This design comes from an exercise in tuning for small area on the open sky130 flow, not from production work. RTL that was checked went through simulation tests only; none was proved equivalent to the original. No activity file was given, so power comes from the tool's default toggle rates.

== south ==
==> module cpu16_backend, before the edit <==
module cpu16_backend
(
    input  logic         clk,
    input  logic         reset,
    input  logic         in_valid,
    output logic         in_ready,
    input  logic [15:0]  in_instr,
    output logic         retire_valid,
    input  logic         retire_ready,
    output logic [32:0]  retire,
    output logic [127:0] regval
);
    logic [127:0] rf;      
    logic [15:0] ins;      
    logic [15:0] acc;      
    logic [1:0]  ph;       
    logic [3:0]  cnt;      
    logic        c;        
    wire [3:0]  op     = ins[15:12];
    wire        nop    = op[3];
    wire [2:0]  rd     = ins[10:8];
    wire        is_sub = (op[2:0] == 3'd1);
    wire        is_log = (op[2:1] == 2'd1) || (op[2:0] == 3'd4);
    wire        is_shl = (op[2:0] == 3'd5);
    wire        is_ldi = (op[2:0] == 3'd6);
    wire        is_ld  = (op[2:0] == 3'd7);
    wire [2:0]  sel  = (ph == 2'd1) ? ins[7:5] : ins[4:2];
    logic [15:0] rv;
    always_comb begin
        case (sel)
            3'd0: rv = rf[15:0];
            3'd1: rv = rf[31:16];
            3'd2: rv = rf[47:32];
            3'd3: rv = rf[63:48];
            3'd4: rv = rf[79:64];
            3'd5: rv = rf[95:80];
            3'd6: rv = rf[111:96];
            default: rv = rf[127:112];
        endcase
    end
    wire        rbit = rv[cnt];
    wire [3:0]  k    = rv[3:0];
    wire        ibit = ins[cnt[2:0]];
    wire        last  = (cnt == 4'd15);
    wire        kend  = (cnt == ~k);
    wire        bop  = is_ld ? (ibit && cnt < 4'd5) : rbit;
    wire        bx   = bop ^ is_sub;
    wire        a0   = acc[0];
    wire        sum  = a0 ^ bx ^ c;
    wire        cry  = (a0 & bx) | (a0 & c) | (bx & c);
    wire        is_ao = (op[2:1] == 2'd1);
    logic nb;      
    logic cn;      
    logic fin;     
    always_comb begin
        nb  = 1'b0;
        cn  = c;
        fin = 1'b0;
        case (ph)
            2'd1: begin
                if (nop)
                    nb = 1'b0;
                else if (is_ldi)
                    nb = ibit && !cnt[3];
                else
                    nb = rbit;
                fin = last && (nop || is_ldi);
                cn  = is_sub || (op[2:0] == 3'd3);
            end
            2'd2: begin
                if (is_shl) begin
                    nb = a0 && !c;
                    cn = c || kend;
                end else begin
                    nb = is_ao ? cry : sum;
                    if (!is_log)
                        cn = last ? (acc[8:5] == 4'd0) : cry;
                end
                fin = last && !is_shl && !is_ld;
            end
            default: begin
                if (is_shl) begin
                    nb  = a0;
                    fin = kend;
                end else begin
                    nb  = c && (cnt[3:2] == 2'd0 ? a0 :
                                cnt[3:2] == 2'd1 ? acc[12] : (cnt == 4'd12));
                    fin = last;
                end
            end
        endcase
    end
    wire [15:0] accn = {nb, acc[15:1]};
    assign in_ready = (ph == 2'd0) && !retire_valid;
    assign retire   = {ins, !nop, acc};
    always_ff @(posedge clk) begin
        if (reset) begin
            ph           <= 2'd0;
            retire_valid <= 1'b0;
        end else begin
            if (ph == 2'd0) begin
                if (in_valid && in_ready)
                    ph <= 2'd1;
            end else if (fin) begin
                ph <= 2'd0;
            end else if (last) begin
                ph <= ph + 2'd1;
            end
            if (ph != 2'd0 && fin)
                retire_valid <= 1'b1;
            else if (retire_ready)
                retire_valid <= 1'b0;
        end
    end
    always_ff @(posedge clk) begin
        if (in_valid && in_ready)
            ins <= in_instr;
    end
    always_ff @(posedge clk) begin
        if (ph == 2'd0)
            cnt <= 4'd0;
        else
            cnt <= cnt + 4'd1;
        c <= cn;
        if (ph != 2'd0)
            acc <= accn;
    end
    wire        wr = ph != 2'd0 && fin && !nop;
    wire [15:0] wd = accn & {16{!reset}};
    always_ff @(posedge clk) begin
        for (int i = 0; i < 8; i++) begin
            if (reset || (wr && rd == 3'(i)))
                rf[i*16 +: 16] <= wd;
        end
    end
    assign regval = rf;
endmodule
Settings: LEC_CHECK=0, CAP_MARGIN=20, CORE_MARGIN=2, CORE_UTILIZATION=40, PLACE_DENSITY=0.6, SLEW_MARGIN=20; clock period 5.0 ns.
standard.sh (not shown) runs the stock make flow with config.mk's settings and CLKGATE_MAP_FILE= SYNTH_SCRIPT=/design/flow/synth_recipe.tcl, a recipe that flattens the netlist after the stock synthesis.
==> flow/flow/run.sh <==
#!/bin/bash
# Own layout flow: the standard ORFS flow (standard.sh) with these changes:
#  - synthesis runs flow/synth.tcl, which is synth_recipe.tcl with the final ABC
#    mapping done by the area-oriented script flow/area.abc (no delay target);
#    registers are untouched, so they match the standard synthesis;
#  - every port still gets its own buffer, but a buf_1 rather than the default cell;
#  - clock tree synthesis uses small clock buffers and no dummy loads.
# Each tool's output goes to ORFS's own logs under orfs/logs; make's to flow.log.
set -euo pipefail
W=$PWD
export AREA_ABC_SCRIPT=$W/flow/area.abc
export BUFFER_PORTS_ARGS="-buffer_cell sky130_fd_sc_hd__buf_1"
export CTS_ARGS="-sink_clustering_enable -repair_clock_nets -dont_use_dummy_load -sink_clustering_size 40 -sink_clustering_max_diameter 120 -buf_list {sky130_fd_sc_hd__clkbuf_8}"
sed "s|SYNTH_SCRIPT=[^ ]*|SYNTH_SCRIPT=$W/flow/synth.tcl|" standard.sh > own_standard.sh
bash own_standard.sh finish > flow.log 2>&1
==> flow/flow/area.abc <==
strash
&get -n
&st
&dch -f
&nf -a -R 1000
&put
topo
==> flow/flow/synth.tcl <==
# The standard flow's synthesis script (synth_recipe.tcl) with one change: the final ABC
# mapping runs an area-oriented script, without a delay target.
proc synth {args} { yosys synth -nofsm -noshare {*}$args }
proc abc {args} {
  set i [lsearch -exact $args -script]
  if {$i >= 0} { set args [lreplace $args [expr {$i + 1}] [expr {$i + 1}] $::env(AREA_ABC_SCRIPT)] }
  set i [lsearch -exact $args -D]
  if {$i >= 0} { set args [lreplace $args $i [expr {$i + 1}]] }
  puts "area abc: $args"
  yosys abc {*}$args
}
source $::env(SCRIPTS_DIR)/synth.tcl
# left out here: clear keep_hierarchy, flatten, clean up, hide names made inside functions, write 1_2_yosys.v
south went all the way through the flow, and no timing, DRC or antenna check failed.
--- input diff south..west ---
diff --git a/flow/design.v b/flow/design.v
--- a/flow/design.v
+++ b/flow/design.v
@@ -93,22 +93,21 @@
     end
     wire        rbit = rv[cnt];
     wire [3:0]  k    = rv[3:0];
     wire        ibit = ins[cnt[2:0]];
+    wire        first = (cnt == 4'd0);
     wire        last  = (cnt == 4'd15);
     wire        kend  = (cnt == ~k);
     wire        bop  = is_ld ? (ibit && cnt < 4'd5) : rbit;
     wire        bx   = bop ^ is_sub;
+    wire        ci   = first ? ((ph == 2'd3) ? (acc[7:4] == 4'd0) : is_sub) : c;
     wire        a0   = acc[0];
-    wire        sum  = a0 ^ bx ^ c;
-    wire        cry  = (a0 & bx) | (a0 & c) | (bx & c);
-    wire        is_ao = (op[2:1] == 2'd1);
     logic nb;      
     logic cn;      
     logic fin;     
     always_comb begin
         nb  = 1'b0;
-        cn  = c;
+        cn  = ci;
         fin = 1'b0;
         case (ph)
             2'd1: begin
                 if (nop)
@@ -117,28 +116,29 @@
                     nb = ibit && !cnt[3];
                 else
                     nb = rbit;
                 fin = last && (nop || is_ldi);
-                cn  = is_sub || (op[2:0] == 3'd3);
             end
             2'd2: begin
                 if (is_shl) begin
-                    nb = a0 && !c;
-                    cn = c || kend;
+                    nb = a0 && !ci;
+                    cn = ci || kend;
+                end else if (is_log) begin
+                    nb = (op[2:0] == 3'd2) ? (a0 & bop) :
+                         (op[2:0] == 3'd3) ? (a0 | bop) : (a0 ^ bop);
                 end else begin
-                    nb = is_ao ? cry : sum;
-                    if (!is_log)
-                        cn = last ? (acc[8:5] == 4'd0) : cry;
+                    nb = a0 ^ bx ^ ci;
+                    cn = (a0 & bx) | (a0 & ci) | (bx & ci);
                 end
                 fin = last && !is_shl && !is_ld;
             end
             default: begin
                 if (is_shl) begin
                     nb  = a0;
                     fin = kend;
                 end else begin
-                    nb  = c && (cnt[3:2] == 2'd0 ? a0 :
-                                cnt[3:2] == 2'd1 ? acc[12] : (cnt == 4'd12));
+                    nb  = ci && (cnt[3:2] == 2'd0 ? a0 :
+                                 cnt[3:2] == 2'd1 ? acc[12] : (cnt == 4'd12));
                     fin = last;
                 end
             end
         endcase
Results
Of west and south, it is west that has the lower worst hold slack after final layout. From south to west the numbers moved as follows: area after synthesis climbed 1.1%, share of final-layout standard cells stronger than drive strength 1 went down by 0.73 points, part of the cycle the worst path needs fell by 1.7 points, count of flip-flops with a built-in enable after synthesis decreased by 1 relative to the old numbers. Compared with south, west ends up with more cell area. Delta (west minus south): mux contribution to synthesized area picked up an extra 0.28 points; worst IR drop on VDD now larger; instance area at placement grew by about 0.9%; number of antenna repair diodes roughly the same.
Only the layout flow was run in south; the RTL was not checked for function there.

[re-timing with driven ports]
The results above use ideal ports. As a check the final layouts listed here were re-extracted and re-timed, cells and wires unchanged.
Step 1 (the two cells are an assumption about what drives the block):
set clk [get_ports {clk}]
set_driving_cell -lib_cell sky130_fd_sc_hd__clkbuf_16 $clk
set_driving_cell -lib_cell sky130_fd_sc_hd__buf_2 [delete_from_list [all_inputs] $clk]
Step 2 moves the port delays by t, midway between the first and last clock arrival at a register: inputs arrive t later, outputs are due t later. That takes back most of the time a late clock gives input paths.
Slacks: ideal / step 1 / step 2; pairs: ideal / step 1.
| run | shift t [ns] | slack for setup (ns) | hold slack, ns | slew at the worst register clock pin (ns) | cell pins on the clock port's net |
|---|---|---|---|---|---|
| south | 0.489 | 0.307 / 0.307 / 0.307 | 0.485 / 0.485 / 0.485 | 0.10 / 0.10 | 1 |
| west | 0.480 | 0.391 / 0.391 / 0.391 | 0.478 / 0.478 / 0.478 | 0.10 / 0.10 | 1 |
After both steps every run listed still meets setup and hold.
